From an optimization exercise on the open Yosys and OpenROAD flow, aimed at small area and a short achievable clock period; shortcuts taken in it are not production practice. Where RTL was checked, it was by simulation tests only, not by an equivalence proof against the original. No functional check of the RTL was part of run 2. Power and IR drop assume default switching activity.

==> flow/design.v (outline; a module is shown in full before it is edited, if it fits) <==
// module speed_ramp: 2415 lines
// module fa_cell: 7 lines
// module ha_cell: 7 lines
// module multi_speed_ctrl: 129 lines
module multi_speed_ctrl
#(
    parameter int NUM_CH      = 6,
    parameter int GP_BITS     = 16,
    parameter int DEADBAND    = 4,
    parameter int RAMP_STEP   = 1000,
    parameter int WDOG_CYCLES = 3000
) (
    input  logic                        clk,
    input  logic                        rst_n,
    input  logic                        avail,
    input  logic [7:0]                  data,
    input  logic [32*NUM_CH-1:0]        max_spd,
    output logic [32*NUM_CH-1:0]        tgt_spd,
    output logic [GP_BITS-1:0]          gp_out,
    output logic [8*NUM_CH+GP_BITS-1:0] latched_data,
    output logic                        frame_ok,
    output logic                        frame_err,
    output logic                        timeout
);
  // ...
==> flow/flow/run.sh <==
#!/bin/bash
set -o pipefail
export BUFFER_PORTS_ARGS="-buffer_cell sky130_fd_sc_hd__buf_2"
bash standard.sh > standard.log 2>&1
==> flow/standard.sh <==
#!/bin/bash
# synth_recipe.tcl (not shown) runs the flow's synth.tcl, then flattens the netlist and writes it again
# the make line also repeats each setting of config.mk as NAME=value (left out here)
make -C /OpenROAD-flow-scripts/flow DESIGN_CONFIG=/design/flow/config.mk WORK_HOME=/design/flow/orfs CLKGATE_MAP_FILE= SYNTH_SCRIPT=/design/flow/synth_recipe.tcl "${@:-finish}"
==> flow/config.mk <==
export PLATFORM = sky130hd
export DESIGN_NAME = multi_speed_ctrl
export DESIGN_NICKNAME = multi_speed_ctrl
export VERILOG_FILES = /design/flow/design.v
export SDC_FILE = /design/flow/constraint.sdc
export NUM_CORES = 4
export LEC_CHECK = 0
export ABC_AREA = 1
export CAP_MARGIN = 5
export CORE_MARGIN = 2
export CORE_UTILIZATION = 55
export CTS_BUF_LIST = sky130_fd_sc_hd__clkbuf_4 sky130_fd_sc_hd__clkbuf_8
export PLACE_DENSITY = 0.8
export SETUP_SLACK_MARGIN = 4.5
export SLEW_MARGIN = 5
export SYNTH_HIERARCHICAL = 1
export SYNTH_MINIMUM_KEEP_SIZE = 0
export TNS_END_PERCENT = 25
==> flow/constraint.sdc <==
create_clock -name core_clock -period 8.5 [get_ports {clk}]
set_input_delay 1.7000 -clock core_clock [delete_from_list [all_inputs] [get_ports {clk}]]
set_output_delay 1.7000 -clock core_clock [all_outputs]
set_load 0.01 [all_outputs]
==> out/metrics.cfg, run 1 <==
[clock_tree]
postCtsHoldBufs=0
cts_setup_buffers=11
clk_pin_slew_ns=0.06

[die]
die_y_um=386
fp.dieW_um=386

[run_status]
status=finished clean

[finish]
clkCellAreaFrac_pct=4.02
design.seq.count=804
biggestCellCategory=multi-input combinational cells
final_util_pct=59.1
multi_input_area_share_pct=64.9

[synthesis]
synthArstFlopShare_pct=0
synth_xor_area_share_pct=14.4

[global_routing]
use_met2_pct=49.6
grt_max_degree=66
antenna_found_initial=13
overflow=0

[worst_setup_path]
critPathRequiredTime_ns=6.80
endpoint=latched_data[49]

[routing]
m1WireLength_um=98500
routedWlPerCell_um=18.8
wl_met2_um=108000

[power]
sw_frac_of_total_pct=45.7
clkPwrFrac_pct=26.6

[sta]
fmax_ghz=0.255

==> run 2, diff against run 1 <==
--- a/flow/design.v
+++ b/flow/design.v
@@ -2435,24 +2435,29 @@
     assign c_d = {1'b0, c286, c284, c282, c280, c278, c276, c274, c272, c270, c268, c266, c264, c262, c260, c258, c256, c254, c252, c250, c248, c246, c244, c242, c240, c238, c236, c234, c232, c230, c228, c226, c224};
     assign lc_d = g221;
     assign cmd = {y433, y432, y431, y430, y429, y428, y427, y426, y425, y424, y423, y422, y421, y420, y419, y418, y417, y416, y415, y414, y413, y412, y411, y410, y409, y408, y407, y406, y405, y404, y403, y402};
     assign e = {y759, y758, y757, y756, y755, y754, y753, y752, y751, y750, y749, y748, y747, y746, y745, y744, y743, y742, y741, y740, y739, y738, y737, y736, y735, y734, y733, y732, y731, y730, y729, y728, y727};
     assign eZ = z760 & z762 & z764 & z766 & z768 & z770 & z772 & z774 & z776 & z778 & z780 & z782 & z784 & z786 & z788 & z790 & z792 & z794 & z796 & z798 & z800 & z802 & z804;
     assign eO = o761 & o763 & o765 & o767 & o769 & o771 & o773 & o775 & o777 & o779 & o781 & o783 & o785 & o787 & o789 & o791 & o793 & o795 & o797 & o799 & o801 & o803 & o805;
     assign up = {u1184, u1183, u1182, u1181, u1180, u1179, u1178, u1177, u1176, u1175, u1174, u1173, u1172, u1171, u1170, u1169, u1168, u1167, u1166, u1165, u1164, y861, y860, y859, y858, y857, y856, y855, y854, y853, y852, tgt_q[0]};
     assign dn = {d1205, d1204, d1203, d1202, d1201, d1200, d1199, d1198, d1197, d1196, d1195, d1194, d1193, d1192, d1191, d1190, d1189, d1188, d1187, d1186, d1185, y911, y910, y909, y908, y907, y906, y905, y904, y903, y902, tgt_q[0]};
-    assign over  = eZ ? (e[9:0] >= 10'd1000) : (~eO & ~e[32]);
-    assign under = eO ? (e[9:0] <= 10'd22)   : (~eZ &  e[32]);
-    assign tgt_nx = over ? up : under ? dn : cmd;
+    logic        eHi, eLo;
+    logic [31:0] tgt_d;
+    assign eHi = e[9:0] >= 10'd1000;
+    assign eLo = e[9:0] <= 10'd22;
+    slew_sel #(.W(16)) u_sel0 (.ez(eZ), .eo(eO), .es(e[32]), .hi(eHi), .lo(eLo), .zero(zero_i),
+        .up(up[15:0]), .dn(dn[15:0]), .cmd(cmd[15:0]), .d(tgt_d[15:0]));
+    slew_sel #(.W(16)) u_sel1 (.ez(eZ), .eo(eO), .es(e[32]), .hi(eHi), .lo(eLo), .zero(zero_i),
+        .up(up[31:16]), .dn(dn[31:16]), .cmd(cmd[31:16]), .d(tgt_d[31:16]));
     always_ff @(posedge clk) begin
         s_q   <= s_d;
         c_q   <= c_d;
         lc_q  <= lc_d;
-        tgt_q <= zero_i ? 32'd0 : tgt_nx;
+        tgt_q <= tgt_d;
     end
     assign tgt_spd_o = tgt_q;
 endmodule
 module fa_cell (
     input  logic a, b, ci,
     output logic s, co
 );
     assign s  = a ^ b ^ ci;
@@ -2460,16 +2465,28 @@
 endmodule
 module ha_cell (
     input  logic a, b,
     output logic s, co
 );
     assign s  = a ^ b;
     assign co = a & b;
 endmodule
+module slew_sel #(
+    parameter int W = 8
+) (
+    input  logic         ez, eo, es, hi, lo, zero,
+    input  logic [W-1:0] up, dn, cmd,
+    output logic [W-1:0] d
+);
+    logic over, under;
+    assign over  = ez ? hi : (~eo & ~es);
+    assign under = eo ? lo : (~ez &  es);
+    assign d = zero ? '0 : over ? up : under ? dn : cmd;
+endmodule
 module multi_speed_ctrl
 #(
     parameter int NUM_CH      = 6,
     parameter int GP_BITS     = 16,
     parameter int DEADBAND    = 4,
     parameter int RAMP_STEP   = 1000,
     parameter int WDOG_CYCLES = 3000
 ) (
==> run 2 against run 1 <==
Against the previous run: still clean on timing, DRC and antenna; flip-flop and latch count did not move; combinational power rose by 71%; clock power rose by 4%; register-to-register slack got worse by 0.09 ns; worst hold slack got worse by 0.0057 ns; worst setup slack got worse by 0.053 ns; cell count rose by 1.8%; largest cell class unchanged.
==> out/metrics.cfg, run 2 <==
[routing]
vias=73900  ; was 71800
ant_nets=0  ; unchanged
drc=0  ; unchanged
drt_iter0_drc=6608  ; was 6962
routedWlPerCell_um=19.2  ; was 18.8 um
via_per_inst=5.75  ; was 5.69
drtPass1Iterations=8  ; unchanged
drt_wl_total_um=246000  ; was 237000 um

[global_routing]
antenna_found_initial=20  ; was 13
grt_max_degree=145  ; was 66
overflow=0  ; unchanged
grt_use_total_pct=31.1  ; was 30.6%
grt_first_pass_wirelength_um=386000  ; was 367000 um
met3_usage_pct=6.60  ; was 5.64%
use_met1_pct=41.3  ; was 39.3%
first_global_vias=71200  ; was 68600
use_met2_pct=49.2  ; was 49.6%
grt_busiest_layer=met2  ; unchanged

[worst_setup_path]
r2r-start=g_ch[0].u_ramp.tgt_q[29]  ; was g_ch[3].u_ramp.s_q[0]
reg2reg_to=g_ch[0].u_ramp.tgt_q[30]  ; was g_ch[3].u_ramp.tgt_q[31]
end_kind=output port  ; unchanged
critPathRequiredTime_ns=6.80  ; about the same
worstSetupPathType=flop to output port  ; unchanged
crit_fanout=34  ; was 29
startpoint=frameOk_q  ; unchanged
rr_worst_depth=13  ; was 25
startpoint_type=flop  ; unchanged
r2r_setup_slack_ns=4.60  ; was 4.69 ns
cp.arrival_ns=2.27  ; was 2.21 ns

[finish]
nets=12200  ; was 12100
finalInstanceArea_um2=88500  ; was 86000 um^2
final_common_cell=nand2_1  ; unchanged
multi_input_area_um2=57600  ; was 55800 um^2
layout_common_cells=1374 x nand2_1, 1262 x inv_1, 1158 x xor2_1, 912 x ha_1, 815 x nand3_1  ; was 2090 x nand2_1, 1165 x inv_1, 1101 x xor2_1, 912 x ha_1, 744 x o22ai_1
top_regs=g_ch.u_ramp.c_q: 192 flops, g_ch.u_ramp.s_q: 192 flops, g_ch.u_ramp.tgt_q: 192 flops  ; unchanged
drive_gt1_share_pct=11.9  ; was 10.4%
syn2layout_area_growth_pct=6.34  ; was 7.03%
fillers=13600  ; was 13100
ff_latch_area_um2=16800  ; about the same

[sta]
tns_ns=0  ; unchanged
worstMarginPinSlew_ns=1.19  ; was 1.17 ns
fmax_ghz=0.252  ; was 0.255 GHz
final.period_utilization_pct=46.7  ; was 46.1%
slew-limit-headroom_pct=20.9  ; was 21.6%
rsz0062_at_grt=yes  ; unchanged
finalMaxSlewViolations=0  ; unchanged
fin_crit_ns=3.97  ; was 3.91 ns
finalSetupViolations=0  ; unchanged
final_hold_viol_count=0  ; unchanged
fin_skew_ns=0.0469  ; was 0.0718 ns

[synthesis]
synthMuxAreaShare_pct=0.0722  ; was 0.150%
synth_compound_area_share_pct=12.3  ; was 11.4%
syn_nets=12100  ; was 12000
synthArstFlopShare_pct=0  ; unchanged
synth_cells=10600  ; was 10500
syn_area_per_cell_um2=7.81  ; was 7.66 um^2
synth-edff-count=68  ; unchanged
synth_warnings=8  ; unchanged
synthAdderAreaFrac_pct=22.7  ; was 23.5%
synthSimpleGateAreaFrac_pct=19.0  ; was 19.6%
synth_xor_area_share_pct=15.0  ; was 14.4%
synth.most_common_cell=nand2_1  ; unchanged
yosysSeqAreaShare_pct=20.2  ; was 20.9%
ys_dominant_reg_cell=dfxtp_1  ; unchanged
yosys.area.top_type_share_pct=17.7  ; was 18.3%
synthesis.area_um2=83200  ; was 80300 um^2
netlist_top_cells_area=dfxtp_1 18%, ha_1 14%, xor2_1 12%  ; unchanged
ys_seq_elements=804  ; unchanged
synth_top_family_by_area=adder cells  ; unchanged
synthTopCellsByCount=1395 x nand2_1, 1262 x inv_1, 1158 x xor2_1  ; was 2096 x nand2_1, 1167 x inv_1, 1102 x xor2_1
synth_top_area_cell=dfxtp_1  ; unchanged
yosysUniqueCellTypes=58  ; was 54

[placed_design]
gp_congestion=0.997  ; was 1.01
placed_cell_area_um2=84500  ; was 81900 um^2
hpwl_um=189000  ; was 178000 um
port_buffers=477  ; unchanged

[min_path]
hp-class=flop to flop  ; unchanged
hold_start=shift_q[38]  ; was shift_q[40]
holdPathEnd=shift_q[42]  ; was shift_q[44]
min_path_cells=0  ; unchanged

[clock_tree]
clk_pin_slew_ns=0.06  ; about the same
ctsLongestPathBuffers=3  ; unchanged
cts_max_level=4  ; unchanged
numCtsBuffers=153  ; unchanged
cts_tree=built  ; unchanged
insertion_delay_ns=0.90  ; was 0.89 ns
postCtsHoldBufs=0  ; unchanged
cts.sinks=804  ; unchanged
cts.root.buffer_cell=clkbuf_8  ; unchanged

[die]
start_util_pct=55.5  ; was 55.2%
die_y_um=393  ; was 386 um
core-area_um2=150000  ; was 145000 um^2
dieArea_um2=154000  ; was 149000 um^2
fp.dieW_um=393  ; was 386 um
boundaryPins=478  ; unchanged
row_count=142  ; was 140

[run]
cap_violations=0  ; unchanged

[power]
vdd_drop_max_uv=332  ; was 294 uV
p_leak_uw=0.0493  ; about the same
pwr_density_cell_nw_per_um2=253  ; was 188 nW/um^2

[run_status]
status=finished clean  ; unchanged

run 2: modules after synthesis (local to each module, per instance), a selection:
module	flip-flops and latches	cells	area, um^2
speed_ramp	97	1164	8530
multi_speed_ctrl	222	1096	9670
fa_cell	0	1	20.0
ha_cell	0	1	12.5
run 2: layout make-up:
type                       count  area share [%]
timing repair buffer         504            3.07
antenna                       16          0.0453
clock inverter                72           0.973
clock buffer                 209            3.07
tap                         2016            2.85
inverter                    1381            5.86
multi-input combinational   7843            65.1
sequential                   804            19.0
run 2: repair_timing:
action,4_1_cts,5_1_grt
resized for setup,36,30
pin swaps,4,1
buffers inserted,10,1
gates cloned,2,0
endpoints found under the setup margin,113,234
run 2: cells by family after synthesis:
logic type	count (synthesis)
fa+ha+maj	1284
flops	804
simple gates	3400
mux	6
xor+xnor	1427
buf+inv	2002
compound gates	1725
run 2: how the worst max path moves through the flow:
stage                                     to  depth (start not counted)  slack, ns
floorplan                g_ch[0].u_ramp.lc_q                          9       4.68
global placement          g_ch[5].booth_q[6]                         11       3.70
detailed placement        g_ch[5].booth_q[6]                         11       3.64
CTS                         latched_data[20]                          6       4.42
global route        g_ch[3].u_ramp.tgt_q[28]                         20       4.36
finish                      latched_data[58]                          5       4.53
run 2: metrics by stage:
| step | utilization [%] | hold slack, ns | instances | power, uW | setup WS, ns |
|---|---|---|---|---|---|
| floorplan | - | 0.427 | 10600 | 15400 | 4.68 |
| global placement | 56.4 | 0.435 | 12500 | 17300 | 3.70 |
| detailed placement | 56.4 | 0.434 | 12500 | 17600 | 3.64 |
| CTS | 58.9 | 0.444 | 12800 | 22200 | 4.42 |
| global route | 59.0 | 0.464 | 12800 | 24200 | 4.36 |
| finish | 59.0 | 0.443 | 12800 | 22400 | 4.53 |
run 2: worst max-delay path, stage by stage (launching register included):
cell and delay (ns):
dfxtp_4 0.41, buf_4 0.16, buf_12 0.22, nand2_1 0.10, nand2_2 0.21, buf_2 0.26
run 2: where the power goes:
group	total, uW	leakage, uW	internal [uW]	switching [uW]
Combinational	12900	0.0409	4450	8480
Sequential	4950	0.00657	4160	793
Clock	4490	0.00185	2570	1920
run 2: layer usage:
layer	routed length, um	up-vias
met5	68	-
met4	9560	12
met3	21100	561
met2	110000	3047
met1	106000	34900
li1	-	35400

-- port drivers added, routing unchanged --
The results above use ideal ports. As a check the final layouts listed here were re-extracted and re-timed, cells and wires unchanged.
Step 1 sets driving cells, clkbuf_16 on the clock port and buf_2 on the other inputs (assumed; they add their load-dependent delay and slew).
Step 2 moves the port delays by t, midway between the first and last clock arrival at a register: inputs arrive t later, outputs are due t later. That takes back most of the time a late clock gives input paths.
Three values: ideal, step 1, step 2; two values: the first two.
| run | shift t [ns] | slack for setup (ns) | hold WS [ns] | worst register clock-pin slew, ns |
|---|---|---|---|---|
| run 1 | 0.932 | 4.585 / 4.507 / 4.009 | 0.449 / 0.449 / 0.449 | 0.08 / 0.08 |
| run 2 | 0.969 | 4.532 / 4.445 / 3.695 | 0.443 / 0.443 / 0.443 | 0.07 / 0.07 |
After both steps setup and hold are still met in every run listed. The setup slack of run 2, which loses most, moves by -0.087 ns with the drivers and by -0.837 ns with both steps.
